This design comes from an exercise in tuning for small area, a short achievable clock period and few clock cycles on the open sky130 flow, not from production work. At most, simulation tests tie the RTL to the original design; equivalence was not proved. Only the layout flow was run in run 4; the RTL was not checked for function there. Power is estimated from default activity; no workload was simulated.

==> flow/design.v (outline; a module is shown in full before it is edited, if it fits) <==
// module fa_cell: 11 lines
// module ha_cell: 10 lines
// module bsel_cell: 11 lines
// module mac_b: 653 lines
// module mac_c: 84 lines
// module lenet_top: 249 lines
module lenet_top
(
    input  wire                     clk,
    input  wire                     rst,
    input  wire lenet_pkg::mem_wr_t img_wr,
    input  wire lenet_pkg::kernel_t kernel,
    input  wire                     start,
    output logic                    busy,
    output logic                    finish,
    output lenet_pkg::pool_result_t result
);
  // ...
==> flow/flow/run.sh <==
#!/bin/bash
set -euo pipefail
MARGIN=6.6
sed "s/\"\${@:-finish}\"/SETUP_SLACK_MARGIN=${MARGIN} \"\${@:-finish}\"/" standard.sh > standard_margin.sh
grep -q "SETUP_SLACK_MARGIN=${MARGIN}" standard_margin.sh
bash standard_margin.sh > standard_margin.log 2>&1
==> flow/standard.sh <==
#!/bin/bash
# synth_recipe.tcl (not shown) runs the flow's synth.tcl, then flattens the netlist and writes it again
# the make line also repeats each setting of config.mk as NAME=value (left out here)
make -C /OpenROAD-flow-scripts/flow DESIGN_CONFIG=/design/flow/config.mk WORK_HOME=/design/flow/orfs CLKGATE_MAP_FILE= SYNTH_SCRIPT=/design/flow/synth_recipe.tcl "${@:-finish}"
==> flow/config.mk <==
export PLATFORM = sky130hd
export DESIGN_NAME = lenet_top
export DESIGN_NICKNAME = lenet_top
export VERILOG_FILES = /design/flow/design.v
export SDC_FILE = /design/flow/constraint.sdc
export NUM_CORES = 4
export LEC_CHECK = 0
export CAP_MARGIN = 20
export CORE_MARGIN = 2
export CORE_UTILIZATION = 40
export SLEW_MARGIN = 20
export SYNTH_HIERARCHICAL = 1
export SYNTH_MINIMUM_KEEP_SIZE = 0
==> flow/constraint.sdc <==
create_clock -name core_clock -period 10.0 [get_ports {clk}]
set_input_delay 2.0000 -clock core_clock [delete_from_list [all_inputs] [get_ports {clk}]]
set_output_delay 2.0000 -clock core_clock [all_outputs]
set_load 0.01 [all_outputs]
==> flow_summary.toml, run 1 <==
[outcome]
status = "no timing/DRC/antenna violations"

[setup_path]
r2r-end = "n_q[10]"
crit_top_cell = "fa_2"
critPathMaxFanout = 2
critical-path-max-stage-delay_ns = 0.63
path_cells = "fa_2 > ha_2 > inv_2 > fa_2 > inv_2 > fa_2 > ha_2 > fa_2 > a21o_1 > a21oi_2 > o21bai_1 > a21oi_2 > nor2b_1 > o21a_1"
crit_family = "adder cells"
crit_end = "n_q[10]"
crit_cells = 14

[drt]
top_layer = "met5"
postRouteAntennaNets = 0
drt_pass1_iterations = 6
drtIter0Drc = 4132
wire_per_inst_microns = 29.9

[clock_network]
cts-root-buf = "clkbuf_16"
cts_resized = 378
clock_latency_ns = 0.81
clockBufferDepth = 3
cts_sinks = 1127

[pwr]
powerSeq_mw = 6.61
p_per_area_nw_per_um2 = 288
comb-power_mw = 10.7

[timing]
skew_ns = 0.0351
fmax_ghz = 0.287
hold_viol_final = 0
worst_pin_slew_ns = 1.11
min_period_ns = 3.48
slew_viol_final = 0

[final_layout]
largest_reg_flops = 512
sh_seq_area_pct = 37.2
fin_util_pct = 44.9
syn_to_final_growth_pct = 11.4
layout.nonclk_buf_share_pct = 2.84
clockBufferCount = 181
final_cell_mix = "658 x xnor2_1, 625 x fa_1, 575 x edfxtp_1"
final-clk-cell-share_pct = 5.73

[grt]
grt_max_degree = 106
grt_pass1_wl_mm = 320
grt-ovfl-total = 0
grt_usage_pct = 25.7

[worst_hold_path]
hp-start = "t1[0]"
hold_class = "flop to flop"

[synthesis]
ys_types = 70
synthTopCellsByCount = "669 x xnor2_1, 635 x fa_1, 575 x edfxtp_1, 552 x dfxtp_1, 525 x mux2_2"

[floorplanning]
pin_count = 172
Testbench counts, summed over its fixed seeds: cycles 9,696.
==> run 2: changes to the inputs <==
--- a/flow/flow/run.sh
+++ b/flow/flow/run.sh
@@ -2,3 +2,3 @@
 set -euo pipefail
-MARGIN=6.6
+MARGIN=6.8
 sed "s/\"\${@:-finish}\"/SETUP_SLACK_MARGIN=${MARGIN} \"\${@:-finish}\"/" standard.sh > standard_margin.sh
==> flow_summary.toml, run 2 <==
[synthesis]
synth_ff_type = "edfxtp_1"
synth_top_family_by_area = "adder cells"
post-synth-top-count-cell = "xnor2_1"
async_reset_ff_share_pct = 0
ys_types = 70
synthAdderAreaFrac_pct = 20.7
synth_xor_area_share_pct = 9.08
synth_cells = 5066
ys_seq_area_share_pct = 40.9
synthTopCellsByCount = "669 x xnor2_1, 635 x fa_1, 575 x edfxtp_1, 552 x dfxtp_1, 525 x mux2_2"
synth-simple-area-share_pct = 3.73
synth_edf_count = 575
synth_top_area_cell = "edfxtp_1"
synth_top_area_share_pct = 25.0
ys_ff_latch = 1127
synth_compound_gate_area_share_pct = 11.9
syn_area_per_cell_sq_um = 13.7
synth_mux_area_share_pct = 10.1
yosysWarnings = 11
netlist_area_sq_um = 69200
ys_top_cells_by_area = "edfxtp_1 25%, fa_1 18%, dfxtp_1 16%, a22oi_2 9.1%, mux2_2 8.5%"

[setup_path]
required_ns = 10.67
rrSetupSlack_ns = 6.48
crit_end = "n_q[10]"
critPathMaxFanout = 2
endpoint_kind = "flop"
arrival_ns = 4.19
r2r-end = "n_q[10]"
worstSetupPathType = "flop to flop"
rr_worst_depth = 14
timing.rr.start = "neg_q[13]"
startpoint = "neg_q[13]"
worst_setup_path_start_kind = "flop"

[grt]
antenna_found_initial = 15
grt_usage_pct = 25.8
grt_pass1_vias = 43657
grt_pass1_wl_mm = 322
grt_max_degree = 121
grt-ovfl-total = 0

[clock_network]
h-tree-depth = 4
clock_latency_ns = 0.81
cts-buffers-inserted = 133
clockBufferDepth = 3
path_clk_slew_ns = 0.06
cts_tree = "done"
cts-root-buf = "clkbuf_16"
cts_sinks = 1127

[final_layout]
syn_to_final_growth_pct = 14.6
fin_area_sq_um = 79300
largest_reg_flops = 512
nets = 6148
layout_commonest_cell = "xnor2_1"
final_cell_mix = "648 x xnor2_1, 601 x fa_1, 575 x edfxtp_1"
fin_util_pct = 46.2
fin_cells = 7706
drive_gt1_share_pct = 34.7
reg_top3 = "img x512, win x96"
largest-register = "img"

[drt]
drc = 0
postRouteAntennaNets = 0
drt_pass1_iterations = 6
routed_via_density = 5.54
wire_per_inst_microns = 29.6
routed_wl_mm = 228
num_vias = 42726
drtIter0Drc = 4414

[placement]
dp.cells = 7237
place.gp.congestion = 1.04
place_hpwl_mm = 161
io_buffers = 162
placed_area_sq_um = 72000

[floorplanning]
rows = 152
fp.dieW_microns = 420
dieArea_sq_um = 176000
coreArea_sq_um = 172000
die_h_microns = 420
pin_count = 172
initial_core_util_pct = 40.3

[timing]
skew_ns = 0.0361
fmax_ghz = 0.284
hold_viol_final = 0
slew_headroom_pct = 25.0
tns_ns = 0
worst_pin_slew_ns = 1.11
period_share_pct = 35.2
rsz0062_at_grt = "yes"
min_period_ns = 3.52
slew_viol_final = 0
finalSetupViolCount = 0

[pwr]
vdd_drop_max_mv = 0.208
leakagePower_nw = 27.5
totalPowerFinal_mw = 22.4
p_per_area_nw_per_um2 = 283

[worst_hold_path]
hold_class = "flop to flop"

[job]
maxCapViolCount = 0

[outcome]
status = "no timing/DRC/antenna violations"
## run 2: worst min path at each step
stage / from / end / slack (ns) / cells past startpoint
global placement: b_col[0] / c_col[0] / 0.31 / 0
CTS: d_col[2] / e_col[2] / 0.32 / 0
detailed placement: c_col[0] / d_col[0] / 0.31 / 0
finish: t1[2] / t2[2] / 0.32 / 0
global route: t1[2] / t2[2] / 0.33 / 0
floorplan: bias_q[0] / bias32_q[0] / 0.31 / 0
## run 2: through the flow
| step | hold WS [ns] | worst slack [ns] |
|---|---|---|
| after CTS | 0.322 | 6.51 |
| final | 0.322 | 6.48 |
| after global placement | 0.311 | 6.02 |
| after detailed placement | 0.312 | 6.05 |
| after floorplan | 0.310 | 6.50 |
| after global routing | 0.327 | 6.36 |
## run 2: kinds of logic (layout without fill, tap and decap cells)
group | after synthesis | after routing
buffers and inverters | 424 | 745
AOI/OAI and AO/OA | 825 | 825
muxes | 630 | 630
adders and majority gates | 762 | 762
DFF | 1127 | 1127
other | 3 | 12
and+or+nand+nor | 578 | 578
xor gates and xnor gates | 717 | 717
## run 2: report_power, final
group / total [mW] / leakage [nW] / switching, mW / internal [mW]
sequential: 6.63 / 9.87 / 0.734 / 5.89
combinational: 10.9 / 15.5 / 6.14 / 4.80
clock: 4.88 / 2.16 / 2.03 / 2.86
total: 22.4 / 27.5 / 8.90 / 13.5
## run 2: timing repair
action	CTS	global route
hold buffers	0	0
resized for setup	492	78
setup buffers	104	121
pin swaps	2	5
endpoints found under the setup margin	353	238
## run 2: final cells by class
class                   instances  area (sq um)
flip-flops and latches       1127         28900
inverters                      76           285
fillers                     15189         92400
well taps                    2310          2890
repair buffers                427          4030
diodes                          1          2.50
clock buffers                 188          3920
clock inverters                54           509
multi-input cells            3523         38800
## run 2: routing by layer
layer  global-route usage, %  share of wire [%]  vias up
met1                    33.5                 40    21963
met2                    40.2                 45     1976
met5                       0              0.027        -
li1                        -                  -    18291
met3                    5.48                8.1      486
met4                    13.7                6.2       10
## run 2: critical path: stages (launching register included)
cell and delay, ns:
dfxtp_4 0.41, inv_2 0.05, fa_1 0.53, inv_1 0.04, ha_1 0.30, ha_4 0.28
fa_2 0.46, ha_4 0.18, fa_2 0.34, a21o_1 0.18, a21oi_2 0.15, o21bai_1 0.10
a21oi_2 0.14, nor2b_1 0.06, o21a_1 0.16
## run 2: per-module statistics from Yosys, one instance, submodules excluded
module	area, sq um	times used
fa_cell	20.0	610
bsel_cell	21.3	504
mac_b	1460	2
lenet_top	42500	1
ha_cell	12.5	16
mac_c	304	2
==> run 3: changes to the inputs <==
--- a/flow/flow/run.sh
+++ b/flow/flow/run.sh
@@ -2,3 +2,3 @@
 set -euo pipefail
-MARGIN=6.8
+MARGIN=6.6
 sed "s/\"\${@:-finish}\"/SETUP_SLACK_MARGIN=${MARGIN} \"\${@:-finish}\"/" standard.sh > standard_margin.sh
--- a/flow/config.mk
+++ b/flow/config.mk
@@ -10,2 +10,3 @@
 export CORE_UTILIZATION = 40
+export CTS_BUF_LIST = sky130_fd_sc_hd__clkbuf_4 sky130_fd_sc_hd__clkbuf_8
 export SLEW_MARGIN = 20
==> flow_summary.toml, run 3 <==
[outcome]
status = "no timing/DRC/antenna violations"

[timing]
fmax_ghz = 0.288
rsz0062_at_grt = "yes"
slew_viol_final = 0
skew_ns = 0.0620
holdWs_ns = 0.314
hold_viol_final = 0
slew_headroom_pct = 23.1
tns_ns = 0
worst_pin_slew_ns = 1.14
period_share_pct = 34.7
min_period_ns = 3.47
finalSetupViolCount = 0

[worst_hold_path]
hold_class = "flop to flop"

[synthesis]
synth_edf_count = 575
ys_ff_latch = 1127
ys_top_cells_by_area = "edfxtp_1 25%, fa_1 18%, dfxtp_1 16%, a22oi_2 9.1%, mux2_2 8.5%"
yosysWarnings = 11
synth_ff_type = "edfxtp_1"
synth_top_area_cell = "edfxtp_1"
synthTopCellsByCount = "669 x xnor2_1, 635 x fa_1, 575 x edfxtp_1, 552 x dfxtp_1, 525 x mux2_2"
ys_seq_area_share_pct = 40.9
synth_cells = 5066
syn_area_per_cell_sq_um = 13.7
ys_types = 70
post-synth-top-count-cell = "xnor2_1"
netlist_area_sq_um = 69200
synth_top_area_share_pct = 25.0
async_reset_ff_share_pct = 0

[setup_path]
critPathMaxFanout = 1
worstSetupPathType = "flop to output port"
crit_family = "flip-flops"
critical-path-max-stage-delay_ns = 0.39
endpoint_kind = "output port"
arrival_ns = 1.47
worst_setup_path_start_kind = "flop"
slowest_stage = "edfxtp_1"
critPathBufInv = 1
path_cells = "buf_2"
required_ns = 8.00

[grt]
grt_usage_pct = 25.8
grt_pass1_vias = 43426
antenna_found_initial = 12
grt_pass1_wl_mm = 322
grt_max_degree = 106
grt-ovfl-total = 0

[floorplanning]
pin_count = 172
initial_core_util_pct = 40.3
fp.dieW_microns = 420
dieArea_sq_um = 176000
coreArea_sq_um = 172000
rows = 152
die_h_microns = 420

[pwr]
switching_share_pct = 40.1
totalPowerFinal_mw = 21.9
leakagePower_nw = 26.6
pwr-share-comb_pct = 48.7
p_switching_mw = 8.77
seqPwrFrac_pct = 30.2
clkPwrFrac_pct = 21.2
vdd_drop_max_mv = 0.201
internal-power_mw = 13.1
p_per_area_nw_per_um2 = 284

[clock_network]
path_clk_slew_ns = 0.06
cts-root-buf = "clkbuf_8"
cts_sinks = 1127
clock_latency_ns = 0.99
cts-buffers-inserted = 199
h-tree-depth = 4
cts_tree = "done"
clockBufferDepth = 3

[final_layout]
largest_reg_flops = 512
layout_commonest_cell = "xnor2_1"
reg_top3 = "img x512, win x96"
fin_area_sq_um = 77000
fin_util_pct = 44.8
syn_to_final_growth_pct = 11.3
nets = 6061
drive_gt1_share_pct = 32.7
largest-register = "img"
final_cell_mix = "659 x xnor2_1, 627 x fa_1, 575 x edfxtp_1"

[drt]
drtIter0Drc = 4221
wire_per_inst_microns = 29.4
top_layer = "met4"
drc = 0
wl_met2_mm = 105
routed_via_density = 5.46
drt-met1-wl_mm = 91.7
routed_wl_mm = 226
wl_met3_mm = 16.4
num_vias = 41952
drt_pass1_iterations = 5
postRouteAntennaNets = 0

[placement]
place.gp.congestion = 0.953
place_hpwl_mm = 165
io_buffers = 162
placed_area_sq_um = 72200

[job]
maxCapViolCount = 0
run 3: cell count changes in the layout (fill, tap and decap cells not counted), moves of 23 or more:
cell,change
fa_1,+26
clkbuf_8,+207
buf_4,-92
dfxtp_1,+62
fa_2,-26
clkbuf_16,-140
clkbuf_4,+50
dfxtp_4,-75
clkbuf_1,-23
buf_12,-46
run 3: area by class of cell:
class / count / area, sq um
clock inverters: 87 / 768
well taps: 2310 / 2890
fillers: 15460 / 94700
repair buffers: 274 / 2260
multi-input cells: 3523 / 38600
diodes: 5 / 12.5
clock buffers: 282 / 3560
inverters: 76 / 285
flip-flops and latches: 1127 / 28600
run 3: per-stage QoR:
stage	instances	worst slack (ns)
after floorplan	5074	6.48
after global placement	7271	5.99
after detailed placement	7272	6.06
after CTS	7671	6.40
after global routing	7680	6.42
final	7684	6.53
run 3: path summary, 6_finish.rpt:
path	from	endpoint	slack, ns	cells past startpoint
setup reg to reg	two_q[22]	rb0_q[19]	6.56	6
setup / recovery	res[8][3]	result[3]	6.53	1
hold reg to reg	t1[0]	t2[0]	0.31	0
hold / removal	t1[0]	t2[0]	0.31	0
run 3: per-module statistics from Yosys (local to each module, per instance):
module / cells inside / area [sq um]
ha_cell: 1 / 12.5
fa_cell: 1 / 20.0
lenet_top: 2914 / 42500
bsel_cell: 2 / 21.3
mac_c: 41 / 304
mac_b: 218 / 1460
run 3: cell families after synthesis:
family                   count (synthesis)  synth area share (%)
XOR/XNOR                               717                  9.08
AND/OR/NAND/NOR                        578                  3.73
other                                    3                0.0163
multiplexers                           630                  10.1
flip-flops                            1127                  40.9
AO/OA/AOI/OAI                          825                  11.9
adder cells (fa/ha/maj)                762                  20.7
buffers and inverters                  424                  3.59
run 3: power by group through the flow:
stage	Clock (mW)	Sequential, mW	Combinational, mW
floorplan	0	6.47	10.2
global placement	0	6.73	10.2
detailed placement	0	6.74	10.4
CTS	4.75	6.61	10.6
global route	4.94	6.66	11.7
finish	4.63	6.60	10.6
run 3: what timing repair did:
action	4_1_cts	5_1_grt
endpoints found under the setup margin	193	173
endpoints found under the hold margin	0	0
buffers inserted	30	8
resized for setup	379	78
hold buffers	0	0
pin swaps	7	3
run 3: routing by layer:
| layer | global-route usage (%) | vias to the layer above |
|---|---|---|
| met5 | 0 | - |
| met4 | 13.2 | 0 |
| met3 | 4.89 | 414 |
| met2 | 41.0 | 1823 |
| met1 | 33.5 | 21574 |
| li1 | - | 18141 |
==> module lenet_top, before the edit <==
module lenet_top
(
    input  wire                     clk,
    input  wire                     rst,
    input  wire lenet_pkg::mem_wr_t img_wr,
    input  wire lenet_pkg::kernel_t kernel,
    input  wire                     start,
    output logic                    busy,
    output logic                    finish,
    output lenet_pkg::pool_result_t result
);
    localparam int ACC_W = 20;
    logic       running;
    logic       a_act;       
    logic [1:0] rp;          
    logic [2:0] col;         
    logic       a_last;
    logic       rest1;       
    logic       rest2;
    logic       shift;
    logic       b_vld, c_vld, d_vld, e_vld;
    logic       b_last, c_last, d_last, e_last;
    logic [1:0] b_rp, c_rp, d_rp, e_rp;
    logic [2:0] b_col, c_col, d_col, e_col;
    assign a_last = a_act && rp == 2'd2 && col == 3'd5;
    assign shift  = (a_act && rp == 2'd2) || rest1 || rest2;
    always_ff @(posedge clk)
    begin
        if (rst)
        begin
            running <= 1'b0;
            a_act   <= 1'b0;
            rest1   <= 1'b0;
            rest2   <= 1'b0;
            b_vld   <= 1'b0;
            c_vld   <= 1'b0;
            d_vld   <= 1'b0;
            e_vld   <= 1'b0;
            b_last  <= 1'b0;
            c_last  <= 1'b0;
            d_last  <= 1'b0;
            e_last  <= 1'b0;
            finish  <= 1'b0;
        end
        else
        begin
            rest1  <= a_last;
            rest2  <= rest1;
            b_vld  <= a_act;
            c_vld  <= b_vld;
            d_vld  <= c_vld;
            e_vld  <= d_vld;
            b_last <= a_last;
            c_last <= b_last;
            d_last <= c_last;
            e_last <= d_last;
            finish <= e_last;
            if (!running)
            begin
                running <= start;
                a_act   <= start;
            end
            else
            begin
                if (a_last)
                    a_act <= 1'b0;
                if (e_last)
                    running <= 1'b0;
            end
        end
    end
    always_ff @(posedge clk)
    begin
        if (!running)
        begin
            rp  <= '0;
            col <= '0;
        end
        else if (a_act)
        begin
            rp <= rp + 2'd1;
            if (rp == 2'd2)
            begin
                rp  <= '0;
                col <= col + 3'd1;
            end
        end
        b_rp  <= rp;
        c_rp  <= b_rp;
        d_rp  <= c_rp;
        e_rp  <= d_rp;
        b_col <= col;
        c_col <= b_col;
        d_col <= c_col;
        e_col <= d_col;
    end
    assign busy = running;
    logic [8-1:0] img [64];
    lenet_pkg::mem_wr_t wr_q;    
    always_ff @(posedge clk)
        wr_q <= img_wr;
    genvar gi;
    generate
        for (gi = 0; gi < 64; gi++)
        begin : g_img
            always_ff @(posedge clk)
            begin
                if (wr_q.en && wr_q.addr == gi)
                    img[gi] <= wr_q.data;
                else if (shift)
                    img[gi] <= img[(gi & 56) | ((gi + 1) & 7)];
            end
        end
    endgenerate
    logic [8:0][3:0]   one_q, two_q, neg_q;
    logic [7:0]        bias_q;
    logic [ACC_W-1:0]  krow_q;
    logic [8:0][8:0]   wx;       
    always_comb
        for (int t = 0; t < 9; t++)
            wx[t] = {kernel.weight[t], 1'b0};
    always_ff @(posedge clk)
    begin
        for (int t = 0; t < 9; t++)
            for (int i = 0; i < 4; i++)
            begin
                one_q[t][i] <= wx[t][2 * i + 1] ^ wx[t][2 * i];
                two_q[t][i] <= (wx[t][2 * i + 2] & ~wx[t][2 * i + 1] & ~wx[t][2 * i])
                             | (~wx[t][2 * i + 2] & wx[t][2 * i + 1] & wx[t][2 * i]);
                neg_q[t][i] <= wx[t][2 * i + 2];
            end
        bias_q <= kernel.bias;
    end
    logic [10:0]       n_q;
    logic [8:0]        bias32_q;
    logic [10:0]       nw [9];
    logic [ACC_W-1:0]  kx, ky, kz, ks, kc;
    always_comb
    begin
        for (int t = 0; t < 9; t++)
            nw[t] = {4'b0, neg_q[t][3], 1'b0, neg_q[t][2], 1'b0, neg_q[t][1], 1'b0, neg_q[t][0]};
        kx = ACC_W'({{(ACC_W - 13){bias32_q[8]}}, bias32_q, 4'b0});
        ky = ACC_W'(n_q);
        kz = {~n_q, 9'b0};
        ks = kx ^ ky ^ kz;
        kc = ((kx & ky) | (kx & kz) | (ky & kz)) << 1;
    end
    always_ff @(posedge clk)
    begin
        n_q      <= nw[0] + nw[1] + nw[2] + nw[3] + nw[4] + nw[5] + nw[6] + nw[7] + nw[8];
        bias32_q <= {bias_q[7], bias_q} + 9'd32;
        krow_q   <= ks + kc;
    end
    logic [8-1:0] win [4][3];
    always_ff @(posedge clk)
    begin
        for (int i = 0; i < 4; i++)
            for (int k = 0; k < 3; k++)
                case (rp)
                    2'd0:    win[i][k] <= img[(i    ) * 8 + k];
                    2'd1:    win[i][k] <= img[(i + 2) * 8 + k];
                    default: win[i][k] <= img[(i + 4) * 8 + k];
                endcase
    end
    logic [8:0][7:0] p0, p1;
    always_comb
    begin
        for (int t = 0; t < 9; t++)
        begin
            p0[t] = win[t / 3][t % 3];
            p1[t] = win[t / 3 + 1][t % 3];
        end
    end
    logic [74-1:0] rb0, rb1, rb0_q, rb1_q;
    mac_b mb0_i (.p(p0), .one(one_q), .two(two_q), .neg(neg_q), .r(rb0));
    mac_b mb1_i (.p(p1), .one(one_q), .two(two_q), .neg(neg_q), .r(rb1));
    always_ff @(posedge clk)
    begin
        rb0_q <= rb0;
        rb1_q <= rb1;
    end
    logic [ACC_W-1:0] sa0, sb0, sa1, sb1;
    logic [ACC_W-1:4] sa0_q, sb0_q, sa1_q, sb1_q;
    logic             cy0_q, cy1_q;
    logic [4:0]       lo0, lo1;
    mac_c mc0_i (.r(rb0_q), .k(krow_q), .sa(sa0), .sb(sb0));
    mac_c mc1_i (.r(rb1_q), .k(krow_q), .sa(sa1), .sb(sb1));
    assign lo0 = 5'(sa0[3:0]) + 5'(sb0[3:0]);
    assign lo1 = 5'(sa1[3:0]) + 5'(sb1[3:0]);
    always_ff @(posedge clk)
    begin
        sa0_q <= sa0[ACC_W-1:4];
        sb0_q <= sb0[ACC_W-1:4];
        sa1_q <= sa1[ACC_W-1:4];
        sb1_q <= sb1[ACC_W-1:4];
        cy0_q <= lo0[4];
        cy1_q <= lo1[4];
    end
    function automatic logic [6:0] clamp(input logic [ACC_W-5:0] a);
        if (a[ACC_W-5])
            clamp = 7'd0;
        else if (|a[ACC_W-6:7])
            clamp = 7'd127;
        else
            clamp = a[6:0];
    endfunction
    logic [ACC_W-4:0] e0, e1;
    logic [6:0]       c0_q, c1_q;
    assign e0 = {sa0_q, cy0_q} + {sb0_q, cy0_q};
    assign e1 = {sa1_q, cy1_q} + {sb1_q, cy1_q};
    always_ff @(posedge clk)
    begin
        c0_q <= clamp(e0[ACC_W-4:1]);
        c1_q <= clamp(e1[ACC_W-4:1]);
    end
    logic [6:0] pm, t0, t1, t2, bm;
    logic       g01, g0t, g1t;
    always_comb
    begin
        g01 = c0_q > c1_q;
        g0t = c0_q > t2;
        g1t = c1_q > t2;
        pm  = g01 ? c0_q : c1_q;
        if (g01 && g0t)
            bm = c0_q;
        else if (!g01 && g1t)
            bm = c1_q;
        else
            bm = t2;
    end
    always_ff @(posedge clk)
    begin
        t0 <= pm;
        t1 <= t0;
        t2 <= t1;
    end
    logic [6:0] res [9];
    generate
        for (gi = 0; gi < 9; gi++)
        begin : g_res
            always_ff @(posedge clk)
            begin
                if (e_vld && e_col[0] && e_rp == gi / 3 && e_col[2:1] == gi % 3)
                    res[gi] <= bm;
            end
            assign result.value[gi] = {1'b0, res[gi]};
        end
    endgenerate
endmodule
==> run 4: changes to the inputs <==
--- a/flow/design.v
+++ b/flow/design.v
@@ -925,10 +925,13 @@
     end
+    logic [3:0]        cnt_q [4];
     logic [10:0]       n_q;
     logic [8:0]        bias32_q;
-    logic [10:0]       nw [9];
     logic [ACC_W-1:0]  kx, ky, kz, ks, kc;
+    always_ff @(posedge clk)
+        for (int i = 0; i < 4; i++)
+            cnt_q[i] <= 4'(wx[0][2 * i + 2]) + 4'(wx[1][2 * i + 2]) + 4'(wx[2][2 * i + 2])
+                      + 4'(wx[3][2 * i + 2]) + 4'(wx[4][2 * i + 2]) + 4'(wx[5][2 * i + 2])
+                      + 4'(wx[6][2 * i + 2]) + 4'(wx[7][2 * i + 2]) + 4'(wx[8][2 * i + 2]);
     always_comb
     begin
-        for (int t = 0; t < 9; t++)
-            nw[t] = {4'b0, neg_q[t][3], 1'b0, neg_q[t][2], 1'b0, neg_q[t][1], 1'b0, neg_q[t][0]};
         kx = ACC_W'({{(ACC_W - 13){bias32_q[8]}}, bias32_q, 4'b0});
@@ -941,3 +944,3 @@
     begin
-        n_q      <= nw[0] + nw[1] + nw[2] + nw[3] + nw[4] + nw[5] + nw[6] + nw[7] + nw[8];
+        n_q      <= 11'(cnt_q[0]) + (11'(cnt_q[1]) << 2) + (11'(cnt_q[2]) << 4) + (11'(cnt_q[3]) << 6);
         bias32_q <= {bias_q[7], bias_q} + 9'd32;
==> flow_summary.toml, run 4 <==
[outcome]
status = "no timing/DRC/antenna violations"

[grt]
grt_max_degree = 106
grt_pass1_wl_mm = 320
top_usage_layer = "met2"
grt_usage_pct = 25.3
antenna_found_initial = 12
grt_pass1_vias = 45296
use_met1_pct = 32.2
global_route.usage.met2_pct = 39.2
grt_use_met3_pct = 6.27
grt-ovfl-total = 0

[clock_network]
path_clk_slew_ns = 0.06
cts-buffers-inserted = 194
clockBufferDepth = 3
h-tree-depth = 4
cts_sinks = 1143
cts-root-buf = "clkbuf_8"
cts_tree = "done"
hold_buffers = 0
clock_latency_ns = 1.00

[synthesis]
ys_types = 65
netlist_area_sq_um = 69500
async_reset_ff_share_pct = 0
ys_ff_latch = 1143
post-synth-top-count-cell = "xnor2_1"
syn_area_per_cell_sq_um = 13.6
synth_top_area_share_pct = 24.9
synth_edf_count = 575
synth_cells = 5111
ys_top_cells_by_area = "edfxtp_1 25%, fa_1 18%, dfxtp_1 16%, a22oi_2 9.1%, xnor2_1 8.6%"
yosysWarnings = 11
synth_ff_type = "edfxtp_1"
ys_seq_area_share_pct = 41.2
synthTopCellsByCount = "679 x xnor2_1, 636 x fa_1, 575 x edfxtp_1, 568 x dfxtp_1, 517 x mux2_2"
synth_top_area_cell = "edfxtp_1"

[setup_path]
required_ns = 10.83
crit_top_cell = "fa_1"
worstSetupPathType = "input pin to flop"
critPathMaxFanout = 2
path_cells = "buf_8 > fa_1 > clkinvlp_4 > fa_1 > fa_1 > inv_1 > fa_2 > fa_2 > xor2_1"
critical-path-max-stage-delay_ns = 0.57
worst_setup_path_start_kind = "input pin"
rrSetupSlack_ns = 6.58
endpoint_kind = "flop"
slowest_stage = "fa_1"
arrival_ns = 4.92

[timing]
slew_headroom_pct = 17.4
period_share_pct = 40.9
min_period_ns = 4.09
rsz0062_at_grt = "yes"
skew_ns = 0.108
fmax_ghz = 0.245
finalSetupViolCount = 0
hold_viol_final = 0
tns_ns = 0
worst_pin_slew_ns = 1.23
slew_viol_final = 0

[placement]
place.gp.congestion = 0.952
dp.cells = 7365
place_hpwl_mm = 158
io_buffers = 162

[floorplanning]
fp.dieW_microns = 421
die_h_microns = 421
coreArea_sq_um = 172000
pin_count = 172
initial_core_util_pct = 40.4
dieArea_sq_um = 177000
rows = 152

[drt]
num_vias = 43071
postRouteAntennaNets = 0
routed_wl_mm = 224
wire_per_inst_microns = 28.9
drc = 0
drtIter0Drc = 4236
routed_via_density = 5.56
drt_pass1_iterations = 5

[worst_hold_path]
hold_class = "flop to flop"

[final_layout]
multi_input_area_sq_um = 38500
layout_commonest_cell = "xnor2_1"
fillCellCount = 15517
drive_gt1_share_pct = 31.6
syn_to_final_growth_pct = 11.5
largest_reg_flops = 512
largest-register = "img"
reg_top3 = "img x512, win x96"
nets = 6112
regArea_sq_um = 28800
final_cell_mix = "678 x xnor2_1, 625 x fa_1, 575 x edfxtp_1"
fin_cells = 7745

[pwr]
leakagePower_nw = 26.8
vdd_drop_max_mv = 0.261
p_per_area_nw_per_um2 = 285

[job]
maxCapViolCount = 0
## run 4: area by class of cell
class | instances | share of cell area, %
Sequential cell | 1143 | 37.2
Antenna cell | 6 | 0.0194
Clock inverter | 69 | 1.09
Clock buffer | 295 | 4.71
Multi-Input combinational cell | 3534 | 49.7
Inverter | 90 | 0.446
Tap cell | 2310 | 3.73
Timing Repair Buffer | 298 | 3.14
## run 4: per-module statistics from Yosys (local to each module, per instance)
module / flip-flops and latches / copies in the design / cells inside
fa_cell: 0 / 610 / 1
mac_b: 0 / 2 / 218
mac_c: 0 / 2 / 41
ha_cell: 0 / 16 / 1
lenet_top: 1143 / 1 / 2959
bsel_cell: 0 / 504 / 2
## run 4: report_power, final
part	total, mW	internal, mW	leakage (nW)	switching [mW]
registers	6.61	6.00	9.96	0.617
clock network	4.81	2.79	2.35	2.03
logic	10.6	4.58	14.5	6.05
## run 4: cells by family after synthesis
kind of cell / share of synthesized area [%]
flops: 41.2
compound gates: 11.9
fa+ha+maj: 20.4
xor+xnor: 9.05
mux: 9.89
simple gates: 3.76
buf+inv: 3.67
other cells: 0.0162
## run 4: metrics by stage
step	worst slack (ns)	hold WS [ns]	utilization (%)	area (sq um)	power [mW]
floorplan	5.52	0.310	-	69500	16.7
global placement	4.37	0.310	42.3	72800	16.9
detailed placement	4.34	0.312	42.3	72800	17.1
CTS	5.97	0.322	44.9	77200	22.0
global route	5.94	0.331	45.0	77500	23.5
finish	5.91	0.314	45.0	77500	22.1
## run 4: timing repair
item                                    in CTS  in global routing
endpoints found under the setup margin     411                163
setup buffers                                6                  4
gates resized for setup                    388                 63
pin swaps                                   13                  9
## run 4: layer usage
| metal | wire length, microns | part of all wire, % |
|---|---|---|
| met2 | 101000 | 45 |
| met1 | 89500 | 40 |
| met3 | 18900 | 8.4 |
| met4 | 14500 | 6.5 |
| met5 | 34 | 0.015 |
## run 4: critical path: cells and delay by family
family | cells | cell delay (ns)
xor+xnor | 1 | 0.17
buf+inv | 3 | 0.45
fa+ha+maj | 5 | 2.30
## run 4: final timing paths
kind | start | end | depth (start not counted)
max | kernel[19] | cnt_q[1][2] | 9
min | t0[0] | t1[0] | 0
max reg2reg | neg_q[17] | rb1_q[54] | 5
min reg2reg | t0[0] | t1[0] | 0
==> run 5: changes to the inputs <==
--- a/flow/design.v
+++ b/flow/design.v
@@ -929,7 +929,22 @@
     logic [ACC_W-1:0]  kx, ky, kz, ks, kc;
-    always_ff @(posedge clk)
-        for (int i = 0; i < 4; i++)
-            cnt_q[i] <= 4'(wx[0][2 * i + 2]) + 4'(wx[1][2 * i + 2]) + 4'(wx[2][2 * i + 2])
-                      + 4'(wx[3][2 * i + 2]) + 4'(wx[4][2 * i + 2]) + 4'(wx[5][2 * i + 2])
-                      + 4'(wx[6][2 * i + 2]) + 4'(wx[7][2 * i + 2]) + 4'(wx[8][2 * i + 2]);
+    genvar gd;
+    generate
+        for (gd = 0; gd < 4; gd++)
+        begin : g_cnt
+            logic [8:0] b;
+            logic       s0, s1, s2, c0, c1, c2, s3, c3, s4, c4, h1, hc, h2, h3;
+            always_comb
+                for (int t = 0; t < 9; t++)
+                    b[t] = wx[t][2 * gd + 2];
+            fa_cell f0_i (.a(b[0]), .b(b[1]), .c(b[2]), .s(s0), .co(c0));
+            fa_cell f1_i (.a(b[3]), .b(b[4]), .c(b[5]), .s(s1), .co(c1));
+            fa_cell f2_i (.a(b[6]), .b(b[7]), .c(b[8]), .s(s2), .co(c2));
+            fa_cell f3_i (.a(s0), .b(s1), .c(s2), .s(s3), .co(c3));
+            fa_cell f4_i (.a(c0), .b(c1), .c(c2), .s(s4), .co(c4));
+            ha_cell h0_i (.a(c3), .b(s4), .s(h1), .co(hc));
+            ha_cell h1_i (.a(c4), .b(hc), .s(h2), .co(h3));
+            always_ff @(posedge clk)
+                cnt_q[gd] <= {h3, h2, h1, s3};
+        end
+    endgenerate
     always_comb
==> flow_summary.toml, run 5 <==
[drt]
num_vias = 42545
drt_pass1_iterations = 5
wire_per_inst_microns = 28.8
drtIter0Drc = 4254
routed_wl_mm = 221
wl_met2_mm = 99.5
wl_met3_mm = 18.5
routed_via_density = 5.54
drc = 0
postRouteAntennaNets = 0
top_layer = "met4"
drt-met1-wl_mm = 91.5

[worst_hold_path]
hold_end = "d_col[1]"
hp-start = "c_col[1]"
holdPathStages = 0
hold_class = "flop to flop"

[pwr]
p_per_area_nw_per_um2 = 283
seqPwrFrac_pct = 30.5
p_switching_mw = 8.61
vdd_drop_max_mv = 0.332
switching_share_pct = 39.7
internal-power_mw = 13.1
pwr-share-comb_pct = 48.5
totalPowerFinal_mw = 21.7
clkPwrFrac_pct = 21.0
leakagePower_nw = 26.4

[grt]
grt_max_degree = 102
grt-ovfl-total = 0
grt_usage_pct = 25.1
antenna_found_initial = 6
grt_pass1_vias = 43322
grt_pass1_wl_mm = 316

[setup_path]
critical-path-max-stage-delay_ns = 0.38
rr_worst_depth = 6
timing.rr.start = "win[7][3]"
path_cells = "buf_2"
endpoint_kind = "output port"
rrSetupSlack_ns = 6.62
required_ns = 8.00
startpoint = "res[3][1]"
r2r-end = "rb0_q[26]"
arrival_ns = 1.49
slowest_stage = "edfxtp_1"
worstSetupPathType = "flop to output port"
critPathBufInv = 1
critPathMaxFanout = 1
worst_setup_path_start_kind = "flop"
crit_family = "flip-flops"

[synthesis]
async_reset_ff_share_pct = 0
netlist_area_sq_um = 69300
ys_ff_latch = 1143
synth_top_area_share_pct = 24.9
synth_ff_type = "edfxtp_1"
syn_area_per_cell_sq_um = 13.7
synth_top_area_cell = "edfxtp_1"
synth_cells = 5064
yosysWarnings = 11
ys_top_cells_by_area = "edfxtp_1 25%, fa_1 18%, dfxtp_1 16%, a22oi_2 9.1%, xnor2_1 8.6%"
synth_edf_count = 575
synthTopCellsByCount = "678 x xnor2_1, 636 x fa_1, 575 x edfxtp_1, 568 x dfxtp_1, 522 x mux2_2"
ys_types = 63
ys_seq_area_share_pct = 41.3
post-synth-top-count-cell = "xnor2_1"

[timing]
rsz0062_at_grt = "yes"
slew_headroom_pct = 26.4
skew_ns = 0.0781
worst_pin_slew_ns = 1.09
hold_viol_final = 0
tns_ns = 0
fmax_ghz = 0.287
min_period_ns = 3.49
finalSetupViolCount = 0
slew_viol_final = 0
period_share_pct = 34.9

[clock_network]
clock_latency_ns = 0.98
clockBufferDepth = 3
cts_tree = "done"
cts-root-buf = "clkbuf_8"
cts-buffers-inserted = 192
path_clk_slew_ns = 0.06
cts_sinks = 1143
h-tree-depth = 4

[final_layout]
largest_reg_flops = 512
fin_util_pct = 44.6
layout_commonest_cell = "xnor2_1"
syn_to_final_growth_pct = 10.6
final_cell_mix = "678 x xnor2_1, 621 x fa_1, 575 x edfxtp_1"
fin_cells = 7677
largest-register = "img"
nets = 6060
drive_gt1_share_pct = 30.6
reg_top3 = "img x512, win x96"

[outcome]
status = "no timing/DRC/antenna violations"

[placement]
place_hpwl_mm = 158
dp.cells = 7323
place.gp.congestion = 0.920
io_buffers = 162

[floorplanning]
die_h_microns = 420
pin_count = 172
coreArea_sq_um = 172000
rows = 152
fp.dieW_microns = 420
dieArea_sq_um = 177000
initial_core_util_pct = 40.3

[job]
maxCapViolCount = 0
-- run 5: cell count changes in the layout (fill, tap and decap cells not counted), sizes merged, moves of 9 or more --
cell      change
inv          -36
clkbuf       -15
nand3        -15
clkinv        +9
buf          -13
clkinvlp      -9
-- run 5: worst max path at each step --
stage	to	slack, ns	cells after the start
after global routing	result[53]	6.45	1
after floorplan	cnt_q[0][2]	6.59	4
after detailed placement	cnt_q[2][2]	5.49	5
after CTS	result[66]	6.41	1
final	result[41]	6.51	1
after global placement	cnt_q[2][2]	5.49	5
-- run 5: routing by layer --
layer	vias up	global-route usage, %
met5	-	0.0834
met4	0	12.2
met3	450	5.75
met2	2095	38.6
met1	21871	33.3
li1	18129	-
-- run 5: power groups by stage --
stage,combinational [mW],clock [mW],sequential (mW)
6_report,10.5,4.56,6.60
5_1_grt,11.5,4.85,6.65
3_3_place_gp,10.3,0,6.69
3_5_place_dp,10.4,0,6.70
4_1_cts,10.5,4.65,6.60
2_1_floorplan,10.1,0,6.56
-- run 5: what timing repair did --
item	in CTS	in global routing
hold buffers	0	0
pin swaps	0	0
setup buffers	1	0
endpoints found under the setup margin	193	108
resized for setup	298	25
-- run 5: through the flow --
stage | hold slack (ns) | cell area [sq um] | setup slack [ns]
6_report | 0.322 | 76600 | 6.51
5_1_grt | 0.329 | 76600 | 6.45
4_1_cts | 0.321 | 76500 | 6.41
3_5_place_dp | 0.312 | 72600 | 5.49
3_3_place_gp | 0.310 | 72600 | 5.49
2_1_floorplan | 0.310 | 69300 | 6.59
-- run 5: area by class of cell --
type | instances | area, sq um
Fill cell | 15440 | 95100
Multi-Input combinational cell | 3524 | 38300
Sequential cell | 1143 | 28800
Clock buffer | 280 | 3450
Tap cell | 2310 | 2890
Timing Repair Buffer | 297 | 2320
Clock inverter | 68 | 707
Inverter | 51 | 191
Antenna cell | 4 | 10.0
-- run 5: cells by family (layout without fill, tap and decap cells) --
family          count (synthesis)  after routing  share of synthesized area (%)
flops                        1143           1143                           41.3
simple gates                  585            585                           3.72
xor+xnor                      719            719                           9.09
compound gates                826            826                           11.8
mux                           630            630                           10.0
buf+inv                       405            696                           3.50
fa+ha+maj                     753            753                           20.5
other cells                     3             15                         0.0163
-- run 5: per-module statistics from Yosys, one instance, submodules excluded --
module | area [sq um] | flip-flops and latches | times used | cells inside
lenet_top | 42100 | 1143 | 1 | 2884
mac_b | 1460 | 0 | 2 | 218
mac_c | 304 | 0 | 2 | 41
bsel_cell | 21.3 | 0 | 504 | 2
fa_cell | 20.0 | 0 | 630 | 1
ha_cell | 12.5 | 0 | 24 | 1
Testbench counts of run 5, summed over its fixed seeds: cycles 9,696.
==> run 6: changes to the inputs <==
--- a/flow/config.mk
+++ b/flow/config.mk
@@ -10,3 +10,2 @@
 export CORE_UTILIZATION = 40
-export CTS_BUF_LIST = sky130_fd_sc_hd__clkbuf_4 sky130_fd_sc_hd__clkbuf_8
 export SLEW_MARGIN = 20
==> flow_summary.toml, run 6 <==
[worst_hold_path]
hold_class = "flop to flop"
holdPathStages = 0
hp-start = "t0[2]"

[synthesis]
synth_ff_type = "edfxtp_1"
synth_top_area_share_pct = 24.9
synthTopCellsByCount = "678 x xnor2_1, 636 x fa_1, 575 x edfxtp_1, 568 x dfxtp_1, 522 x mux2_2"
post-synth-top-count-cell = "xnor2_1"
ys_seq_area_share_pct = 41.3
syn_area_per_cell_sq_um = 13.7
async_reset_ff_share_pct = 0
synth_cells = 5064
synth_edf_count = 575
ys_ff_latch = 1143
ys_types = 63
yosysWarnings = 11
synth_top_area_cell = "edfxtp_1"
netlist_area_sq_um = 69300
ys_top_cells_by_area = "edfxtp_1 25%, fa_1 18%, dfxtp_1 16%, a22oi_2 9.1%, xnor2_1 8.6%"

[pwr]
switching_share_pct = 39.1
pwr-share-comb_pct = 47.6
seqPwrFrac_pct = 29.9
totalPowerFinal_mw = 22.1
vdd_drop_max_mv = 0.332
p_switching_mw = 8.62
clkPwrFrac_pct = 22.5
p_per_area_nw_per_um2 = 287
leakagePower_nw = 26.5
internal-power_mw = 13.4

[final_layout]
nets = 6001
reg_top3 = "img x512, win x96"
fin_util_pct = 44.8
largest_reg_flops = 512
syn_to_final_growth_pct = 11.1
drive_gt1_share_pct = 29.1
layout_commonest_cell = "xnor2_1"
final_cell_mix = "678 x xnor2_1, 620 x fa_1, 575 x edfxtp_1"
largest-register = "img"
fin_cells = 7567

[setup_path]
critPathMaxFanout = 7
rr_worst_depth = 6
startpoint = "kernel[67]"
r2r-end = "rb0_q[26]"
crit_end = "cnt_q[1][2]"
worst_setup_path_start_kind = "input pin"
timing.rr.start = "win[7][3]"
required_ns = 10.66
arrival_ns = 4.06
worstSetupPathType = "input pin to flop"
endpoint_kind = "flop"
rrSetupSlack_ns = 6.62

[grt]
grt_usage_pct = 25.0
antenna_found_initial = 7
grt_pass1_vias = 42721
grt-ovfl-total = 0
grt_max_degree = 102
grt_pass1_wl_mm = 315

[drt]
num_vias = 42317
drc = 0
routed_wl_mm = 221
wire_per_inst_microns = 29.2
drt_pass1_iterations = 5
routed_via_density = 5.59
drtIter0Drc = 4328
postRouteAntennaNets = 0

[clock_network]
cts-buffers-inserted = 132
h-tree-depth = 4
cts_setup_buffers = 0
cts_sinks = 1143
path_clk_slew_ns = 0.06
clockBufferDepth = 3
cts_tree = "done"
clock_latency_ns = 0.79
hold_buffers = 0
cts-root-buf = "clkbuf_16"

[placement]
place.gp.congestion = 0.920
dp.cells = 7323
place_hpwl_mm = 158
io_buffers = 162

[floorplanning]
die_h_microns = 420
rows = 152
dieArea_sq_um = 177000
pin_count = 172
coreArea_sq_um = 172000
fp.dieW_microns = 420
initial_core_util_pct = 40.3

[timing]
min_period_ns = 3.39
skew_ns = 0.0396
finalSetupViolCount = 0
period_share_pct = 33.9
slew_headroom_pct = 26.0
rsz0062_at_grt = "yes"
fmax_ghz = 0.295
tns_ns = 0
hold_viol_final = 0
worst_pin_slew_ns = 1.10
slew_viol_final = 0

[job]
maxCapViolCount = 0

[outcome]
status = "no timing/DRC/antenna violations"
-- run 6: cell types whose count changed in the layout (fill, tap and decap cells not counted), moves of 3 or more --
cell and change:
clkbuf_2 +4, clkbuf_16 +139, clkinv_1 -14, inv_6 +6, clkbuf_4 -64, dlymetal6s2s_1 +7, clkbuf_8 -201, clkbuf_1 +23
clkdlybuf4s50_1 -16, dlygate4sd2_1 +8, diode_2 -3, inv_8 -4
-- run 6: per-layer routing --
layer	track usage [%]	share of wire [%]	vias up
met5	0.0834	0.016	-
met4	11.9	5.3	4
met3	5.32	8.3	437
met2	38.8	45	2157
met1	33.4	41	21743
li1	-	-	17976
-- run 6: how the worst min path moves through the flow --
stage / to / slack [ns]
after floorplan: bias32_q[0] / 0.31
after global placement: c_col[0] / 0.31
after detailed placement: bias32_q[2] / 0.31
after CTS: bias32_q[4] / 0.32
after global routing: c_col[0] / 0.32
final: t1[2] / 0.32
-- run 6: what timing repair did --
item	4_1_cts	5_1_grt
setup endpoints to repair	199	34
pin swaps	2	2
gates resized for setup	305	31
-- run 6: per-module statistics from Yosys, one instance, submodules excluded --
module	flops+latches	copies in the design	cells	area (sq um)
lenet_top	1143	1	2884	42100
bsel_cell	0	504	2	21.3
fa_cell	0	630	1	20.0
ha_cell	0	24	1	12.5
mac_c	0	2	41	304
mac_b	0	2	218	1460
-- run 6: logic make-up after synthesis --
| kind of cell | count (synthesis) | share of synthesized area (%) |
|---|---|---|
| AOI/OAI and AO/OA | 826 | 11.8 |
| xor gates and xnor gates | 719 | 9.09 |
| adders and majority gates | 753 | 20.5 |
| buffers and inverters | 405 | 3.50 |
| DFF | 1143 | 41.3 |
| muxes | 630 | 10.0 |
| other | 3 | 0.0163 |
| and+or+nand+nor | 585 | 3.72 |
-- run 6: worst max-delay path, stage by stage --
cell	delay, ns
clkdlybuf4s50_1	0.68
fa_2	0.53
fa_2	0.39
ha_1	0.20
ha_1	0.26
-- run 6: final cells by class --
type / count / area, sq um
inverters: 51 / 191
fillers: 15369 / 94800
clock buffers: 178 / 3780
well taps: 2310 / 2890
flip-flops and latches: 1143 / 28800
multi-input cells: 3524 / 38300
clock inverters: 62 / 692
diodes: 1 / 2.50
repair buffers: 298 / 2320
-- run 6: per-stage QoR --
step	instance area, sq um	hold WS (ns)	setup slack [ns]
after floorplan	69300	0.310	6.59
after global placement	72600	0.310	5.49
after detailed placement	72600	0.312	5.49
after CTS	76900	0.319	6.51
after global routing	76900	0.319	6.56
final	76900	0.320	6.61
-- run 6: power by group through the flow --
stage | Combinational [mW] | Clock (mW) | Sequential (mW)
final | 10.5 | 4.96 | 6.61
after global routing | 11.5 | 5.21 | 6.66
after CTS | 10.5 | 5.05 | 6.60
after detailed placement | 10.4 | 0 | 6.70
after global placement | 10.3 | 0 | 6.69
after floorplan | 10.1 | 0 | 6.56
==> run 7: changes to the inputs <==
--- a/flow/flow/run.sh
+++ b/flow/flow/run.sh
@@ -5,2 +5,5 @@
 grep -q "SETUP_SLACK_MARGIN=${MARGIN}" standard_margin.sh
+bash standard_margin.sh synth > standard_synth.log 2>&1
+RES=orfs/results/${FLOW_PLATFORM}/lenet_top/base
+openroad -no_init -exit flow/downsize.tcl > downsize.log 2>&1
 bash standard_margin.sh > standard_margin.log 2>&1
==> flow/flow/downsize.tcl (new file) <==
# swap oversized combinational cells of the synthesized netlist for their
# smallest drive strength (same function); registers are not touched
set res orfs/results/$::env(FLOW_PLATFORM)/lenet_top/base
read_liberty $::env(FLOW_HOME)/platforms/$::env(FLOW_PLATFORM)/lib/sky130_fd_sc_hd__tt_025C_1v80.lib
read_db $res/1_synth.odb
set swaps {sky130_fd_sc_hd__a22oi_2 sky130_fd_sc_hd__a22oi_1}
set n 0
foreach inst [get_cells *] {
  set master [get_property [get_lib_cells -of_objects $inst] name]
  if {[dict exists $swaps $master]} {
    replace_cell $inst [dict get $swaps $master]
    incr n
  }
}
puts "downsized $n cells"
write_db $res/1_synth.odb
--- a/flow/config.mk
+++ b/flow/config.mk
@@ -10,2 +10,3 @@
 export CORE_UTILIZATION = 40
+export CTS_BUF_LIST = sky130_fd_sc_hd__clkbuf_4 sky130_fd_sc_hd__clkbuf_8
 export SLEW_MARGIN = 20
==> flow_summary.toml, run 7 <==
[timing]
slew_headroom_pct = 27.0
tns_ns = 0
period_share_pct = 34.5
fmax_ghz = 0.290
slew_viol_final = 0
worst_pin_slew_ns = 1.08
skew_ns = 0.0833
min_period_ns = 3.45
layout_setup_ws_ns = 6.55
rsz0062_at_grt = "yes"
finalSetupViolCount = 0
hold_viol_final = 0

[drt]
wire_per_inst_microns = 29.7
num_vias = 43203
drtIter0Drc = 5256
drt_pass1_iterations = 7
drc = 0
routed_wl_mm = 223
routed_via_density = 5.77
postRouteAntennaNets = 0

[placement]
dp.cells = 7136
io_buffers = 162
place.gp.congestion = 0.993
place_hpwl_mm = 158
placed_area_sq_um = 69500
place_ws_ns = 5.43

[setup_path]
critical-path-max-stage-delay_ns = 0.38
endpoint_kind = "output port"
timing.rr.start = "one_q[3]"
path_cells = "buf_2"
worst_setup_path_start_kind = "flop"
arrival_ns = 1.45
startpoint = "res[0][1]"
crit_family = "flip-flops"
slowest_stage = "edfxtp_1"
required_ns = 8.00
critPathMaxFanout = 1
worstSetupPathType = "flop to output port"
critPathBufInv = 1

[pwr]
totalPowerFinal_mw = 21.1
vdd_drop_max_mv = 0.211
p_per_area_nw_per_um2 = 287
leakagePower_nw = 25.9

[final_layout]
final_cell_mix = "672 x xnor2_1, 621 x fa_1, 575 x edfxtp_1"
syn_to_final_growth_pct = 10.2
fillCellCount = 14940
nets = 5991
fin_cells = 7490
fin_area_sq_um = 73500
drive_gt1_share_pct = 21.9
largest_reg_flops = 512
largest-register = "img"
reg_top3 = "img x512, win x96"
layout_commonest_cell = "xnor2_1"

[grt]
antenna_found_initial = 7
grt_usage_pct = 26.1
grt_pass1_wl_mm = 319
grt_max_degree = 98
grt_pass1_vias = 44994
grt-ovfl-total = 0

[synthesis]
netlist_area_sq_um = 66700
synth_cells = 5064
yosysWarnings = 11
syn_area_per_cell_sq_um = 13.2

[clock_network]
path_clk_slew_ns = 0.06
h-tree-depth = 4
cts_tree = "done"
cts_sinks = 1143
clock_latency_ns = 0.97
cts-root-buf = "clkbuf_8"
cts-buffers-inserted = 188
clockBufferDepth = 3
hold_buffers = 0

[worst_hold_path]
hp-start = "d_col[0]"
hold_class = "flop to flop"

[job]
maxCapViolCount = 0

[floorplanning]
rows = 149
fp.dieW_microns = 412
dieArea_sq_um = 170000
initial_core_util_pct = 40.4
coreArea_sq_um = 165000
die_h_microns = 412
pin_count = 172

[outcome]
status = "no timing/DRC/antenna violations"
-- run 7: power by group --
group / total (mW) / internal (mW) / switching, mW / leakage [nW]
Combinational: 10.1 / 4.43 / 5.71 / 13.8
Sequential: 6.70 / 5.98 / 0.712 / 9.98
Clock: 4.30 / 2.33 / 1.96 / 2.09
-- run 7: path summary, 6_finish.rpt --
path                 to  slack, ns  depth (start not counted)
min reg2reg    e_col[0]       0.29                          0
max reg2reg   rb0_q[46]       6.58                          6
min            e_col[0]       0.29                          0
max          result[65]       6.55                          1
-- run 7: metal layers --
metal  GRT usage (%)  vias up  routed length [microns]
met5               0        -                       59
met4            13.7       10                    13200
met3            8.74      792                    24800
met2            39.8     2654                    98600
met1            32.9    21763                    86100
li1                -    17984                        -
-- run 7: cell type report --
class	count	area, sq um	area share [%]
Multi-Input combinational cell	3524	35800	48.7
Sequential cell	1143	29000	39.4
Clock buffer	268	3350	4.56
Tap cell	2189	2740	3.72
Timing Repair Buffer	232	1850	2.51
Clock inverter	80	611	0.830
Inverter	51	191	0.260
Antenna cell	3	7.51	0.0102
-- run 7: repair_timing --
item,in CTS,in global routing
endpoints found under the setup margin,312,151
endpoints found under the hold margin,0,0
gates resized for setup,368,86
buffers inserted,2,0
gates cloned,0,0
-- run 7: stage by stage --
| step | util (%) | hold WS [ns] |
|---|---|---|
| 6_report | 44.5 | 0.291 |
| 5_1_grt | 44.5 | 0.320 |
| 4_1_cts | 44.3 | 0.301 |
| 3_5_place_dp | 42.0 | 0.312 |
| 3_3_place_gp | 42.0 | 0.310 |
| 2_1_floorplan | - | 0.310 |
==> run 8: changes to the inputs <==
==> flow/flow/run.sh (replaced) <==
#!/bin/bash
set -euo pipefail
MARGIN=6.7
sed "s/\"\${@:-finish}\"/SETUP_SLACK_MARGIN=${MARGIN} BUFFER_PORTS_ARGS='-buffer_cell sky130_fd_sc_hd__buf_2' \"\${@:-finish}\"/" standard.sh > standard_margin.sh
grep -q "SETUP_SLACK_MARGIN=${MARGIN}" standard_margin.sh
bash standard_margin.sh synth > standard_synth.log 2>&1
openroad -no_init -exit flow/downsize.tcl > downsize.log 2>&1
bash standard_margin.sh > standard_margin.log 2>&1
--- a/flow/config.mk
+++ b/flow/config.mk
@@ -10,3 +10,2 @@
 export CORE_UTILIZATION = 40
-export CTS_BUF_LIST = sky130_fd_sc_hd__clkbuf_4 sky130_fd_sc_hd__clkbuf_8
 export SLEW_MARGIN = 20
==> flow_summary.toml, run 8 <==
[timing]
fmax_ghz = 0.296
hold_viol_final = 0
slew_viol_final = 0
skew_ns = 0.0442
slew_headroom_pct = 24.8
tns_ns = 0
rsz0062_at_grt = "yes"
worst_pin_slew_ns = 1.12
layout_setup_ws_ns = 6.62
holdWs_ns = 0.326
finalSetupViolCount = 0
period_share_pct = 33.8
min_period_ns = 3.38

[job]
maxCapViolCount = 0

[setup_path]
critPathBufInv = 1
endpoint_kind = "output port"
critical-path-max-stage-delay_ns = 0.44
slowest_stage = "edfxtp_1"
crit_family = "flip-flops"
arrival_ns = 1.38
critPathMaxFanout = 1
required_ns = 8.00
worstSetupPathType = "flop to output port"
worst_setup_path_start_kind = "flop"
path_cells = "buf_2"

[clock_network]
cts_tree = "done"
clock_latency_ns = 0.78
cts-buffers-inserted = 121
cts-root-buf = "clkbuf_16"
path_clk_slew_ns = 0.06
cts_sinks = 1143
clockBufferDepth = 3
hold_buffers = 0
h-tree-depth = 3

[pwr]
leakagePower_nw = 25.9
vdd_drop_max_mv = 0.285
totalPowerFinal_mw = 21.4
p_per_area_nw_per_um2 = 291

[drt]
postRouteAntennaNets = 0
drc = 0
routed_wl_mm = 219
drtIter0Drc = 4739
wire_per_inst_microns = 29.7
routed_via_density = 5.78
drt_pass1_iterations = 7
num_vias = 42589

[synthesis]
syn_area_per_cell_sq_um = 13.2
yosysWarnings = 11
netlist_area_sq_um = 66700
synth_cells = 5064

[final_layout]
largest_reg_flops = 512
fin_cells = 7373
final_cell_mix = "675 x xnor2_1, 617 x fa_1, 575 x edfxtp_1"
layout_commonest_cell = "xnor2_1"
drive_gt1_share_pct = 22.4
syn_to_final_growth_pct = 10.0
reg_top3 = "img x512, win x96"
fin_area_sq_um = 73400
fin_util_pct = 44.4
largest-register = "img"
nets = 5928

[floorplanning]
fp.dieW_microns = 412
pin_count = 172
dieArea_sq_um = 170000
coreArea_sq_um = 165000
die_h_microns = 412
rows = 149
initial_core_util_pct = 40.4

[placement]
place_ws_ns = 6.17
place_hpwl_mm = 157
place.gp.congestion = 1.01
placed_area_sq_um = 68700
dp.cells = 7139
io_buffers = 162

[grt]
antenna_found_initial = 11
grt_pass1_vias = 43914
grt-ovfl-total = 0
grt_pass1_wl_mm = 313
grt_usage_pct = 25.6
grt_max_degree = 97

[outcome]
status = "no timing/DRC/antenna violations"

[worst_hold_path]
hold_class = "flop to flop"
run 8: worst paths after layout:
kind / from / endpoint / slack (ns) / depth (start not counted)
worst min-delay path: c_rp[0] / d_rp[0] / 0.33 / 0
worst min register to register: c_rp[0] / d_rp[0] / 0.33 / 0
worst max-delay path: res[6][4] / result[20] / 6.62 / 1
worst max register to register: two_q[8] / rb1_q[39] / 6.68 / 6
run 8: layout make-up:
type,count,area [sq um]
Clock buffer,154,3320
Fill cell,14880,91900
Timing Repair Buffer,236,1470
Inverter,51,191
Multi-Input combinational cell,3524,35900
Sequential cell,1143,29000
Antenna cell,3,7.51
Tap cell,2189,2740
Clock inverter,73,815
run 8: timing repair:
action                                  CTS  global route
endpoints found under the setup margin  271           209
gates resized for setup                 139           106
buffers inserted                          2             1
pin swaps                                 0             2
run 8: power by group:
| group | switching (mW) | internal, mW |
|---|---|---|
| combinational | 5.66 | 4.39 |
| clock | 1.99 | 2.67 |
| sequential | 0.687 | 5.98 |
run 8: metal layers:
layer | vias to the layer above | track usage, % | routed length (microns)
li1 | 17821 | - | -
met1 | 21635 | 33.2 | 86300
met2 | 2457 | 40.0 | 98800
met3 | 670 | 7.67 | 23500
met4 | 6 | 10.3 | 10500
met5 | - | 0 | 37
==> run 9: changes to the inputs <==
--- a/flow/config.mk
+++ b/flow/config.mk
@@ -9,3 +9,4 @@
 export CORE_MARGIN = 2
-export CORE_UTILIZATION = 40
+export CORE_UTILIZATION = 60
+export PLACE_DENSITY = 0.72
 export SLEW_MARGIN = 20
==> flow_summary.toml, run 9 <==
[placement]
place_hpwl_mm = 154
place.gp.congestion = 1.07
dp.cells = 6437
io_buffers = 162

[clock_network]
cts-root-buf = "clkbuf_16"
clockBufferDepth = 3
cts-buffers-inserted = 117
clock_latency_ns = 0.75
path_clk_slew_ns = 0.06
cts_sinks = 1143
cts_tree = "done"
h-tree-depth = 3

[setup_path]
rr_worst_depth = 6
crit_cells = 6
crit_family = "adder cells"
path_cells = "a22oi_2 > xnor2_2 > fa_1 > fa_1 > fa_1 > fa_1"
worstSetupPathType = "flop to flop"
critical-path-max-stage-delay_ns = 0.59
endpoint_kind = "flop"
slowest_stage = "fa_1"
required_ns = 10.59
worst_setup_path_start_kind = "flop"
rrSetupSlack_ns = 6.72
critPathBufInv = 0
critPathMaxFanout = 16
crit_top_cell = "fa_1"
arrival_ns = 3.87

[final_layout]
nets = 5928
largest_reg_flops = 512
final_cell_mix = "669 x xnor2_1, 617 x fa_1, 575 x edfxtp_1"
syn_to_final_growth_pct = 8.81
drive_gt1_share_pct = 22.6
fillCellCount = 8222
fin_cells = 6671
regArea_sq_um = 29100
layout_commonest_cell = "xnor2_1"
reg_top3 = "img x512, win x96"
multi_input_area_sq_um = 35900
largest-register = "img"

[drt]
drc = 0
drt_pass1_iterations = 8
postRouteAntennaNets = 0
drtIter0Drc = 6099
num_vias = 44048
routed_via_density = 6.60
routed_wl_mm = 222
wire_per_inst_microns = 33.2

[floorplanning]
pin_count = 172
initial_core_util_pct = 60.4
dieArea_sq_um = 114000
die_h_microns = 338
coreArea_sq_um = 111000
rows = 122
fp.dieW_microns = 338

[pwr]
p_per_area_nw_per_um2 = 292
leakagePower_nw = 25.8
vdd_drop_max_mv = 0.218

[grt]
grt-ovfl-total = 0
grt_max_degree = 103
antenna_found_initial = 12
grt_pass1_vias = 44580
grt_pass1_wl_mm = 315
grt_usage_pct = 39.2

[timing]
skew_ns = 0.0470
rsz0062_at_grt = "yes"
slew_headroom_pct = 25.8
fmax_ghz = 0.305
min_period_ns = 3.28
slew_viol_final = 0
period_share_pct = 32.8
finalSetupViolCount = 0
hold_viol_final = 0
worst_pin_slew_ns = 1.10
tns_ns = 0

[synthesis]
netlist_area_sq_um = 66700
synth_cells = 5064
syn_area_per_cell_sq_um = 13.2
yosysWarnings = 11

[worst_hold_path]
hold_class = "flop to flop"
holdPathStages = 0

[outcome]
status = "no timing/DRC/antenna violations"

[job]
maxCapViolCount = 0
==> run 9: worst paths after layout <==
kind | end | from
worst max-delay path | rb1_q[26] | two_q[15]
worst min-delay path | t2[1] | t1[1]
worst max register to register | rb1_q[26] | two_q[15]
worst min register to register | t2[1] | t1[1]
==> run 9: metrics by stage <==
step / hold slack [ns] / instance area (sq um) / setup WS [ns] / power, mW / utilization, %
after global placement: 0.310 / 67800 / 6.11 / 16.1 / 61.4
after detailed placement: 0.312 / 67800 / 6.15 / 16.4 / 61.4
final: 0.323 / 72600 / 6.72 / 21.2 / 65.7
after global routing: 0.329 / 72600 / 6.68 / 22.4 / 65.7
after floorplan: 0.310 / 66800 / 6.60 / 16.5 / -
after CTS: 0.325 / 72100 / 6.69 / 21.0 / 65.2
==> run 9: power breakdown <==
group | switching [mW] | internal (mW)
Combinational | 5.60 | 4.35
Sequential | 0.741 | 5.98
Clock | 1.94 | 2.58
Total | 8.27 | 12.9
==> run 9: area by class of cell <==
cell class              instances  area share (%)
multi-input cells            3524            49.5
flip-flops and latches       1143            40.1
clock buffers                 153            4.47
well taps                    1488            2.56
repair buffers                240            2.11
clock inverters                71            1.04
inverters                      51           0.264
diodes                          1         0.00345
==> run 9: repair_timing <==
item                                    4_1_cts  5_1_grt
buffers inserted                              0        8
pin swaps                                     0        5
endpoints found under the setup margin      287      124
resized for setup                           148      143
hold buffers                                  0        0
==> run 9: routing by layer <==
metal,vias up,routed length [microns],global-route usage (%)
met1,22099,79900,48.6
met4,20,18000,24.4
met2,3177,96100,58.7
met5,-,190,0
met3,925,27600,14.1
li1,17827,-,-

[afterwards: timing with drivers on the ports]
The flow's constraints put no driver on any port. The routed layouts listed below were extracted and timed again, unchanged, in two steps. Step 1 assumes that a clkbuf_16 drives the clock port and a buf_2 every other input. Step 2, shift: input delay + t, output delay - t, t = (earliest + latest rising clock arrival at the registers) / 2. This alone moves slack from input paths to output paths. a / b / c = ideal ports / drivers / drivers and shift; a / b = the first two.
run | t (ns) | slack for setup (ns) | worst hold slack (ns)
run 1 | 0.873 | 6.521 / 6.437 / 6.521 | 0.320 / 0.320 / 0.320
run 2 | 0.867 | 6.475 / 6.475 / 6.475 | 0.322 / 0.322 / 0.322
run 3 | 1.035 | 6.527 / 6.449 / 6.555 | 0.314 / 0.314 / 0.314
run 4 | 1.017 | 5.911 / 5.939 / 4.922 | 0.314 / 0.314 / 0.314
run 5 | 1.022 | 6.514 / 6.435 / 5.698 | 0.322 / 0.322 / 0.322
run 6 | 0.855 | 6.609 / 6.588 / 5.784 | 0.320 / 0.320 / 0.320
run 7 | 1.005 | 6.555 / 6.477 / 5.668 | 0.291 / 0.291 / 0.291
run 8 | 0.845 | 6.617 / 6.534 / 6.103 | 0.326 / 0.326 / 0.326
run 9 | 0.806 | 6.716 / 6.635 / 6.194 | 0.323 / 0.323 / 0.323
After both steps setup and hold are still met in every run listed. The setup slack of run 4, which loses most, moves by +0.028 ns with the drivers and by -0.989 ns with both steps.
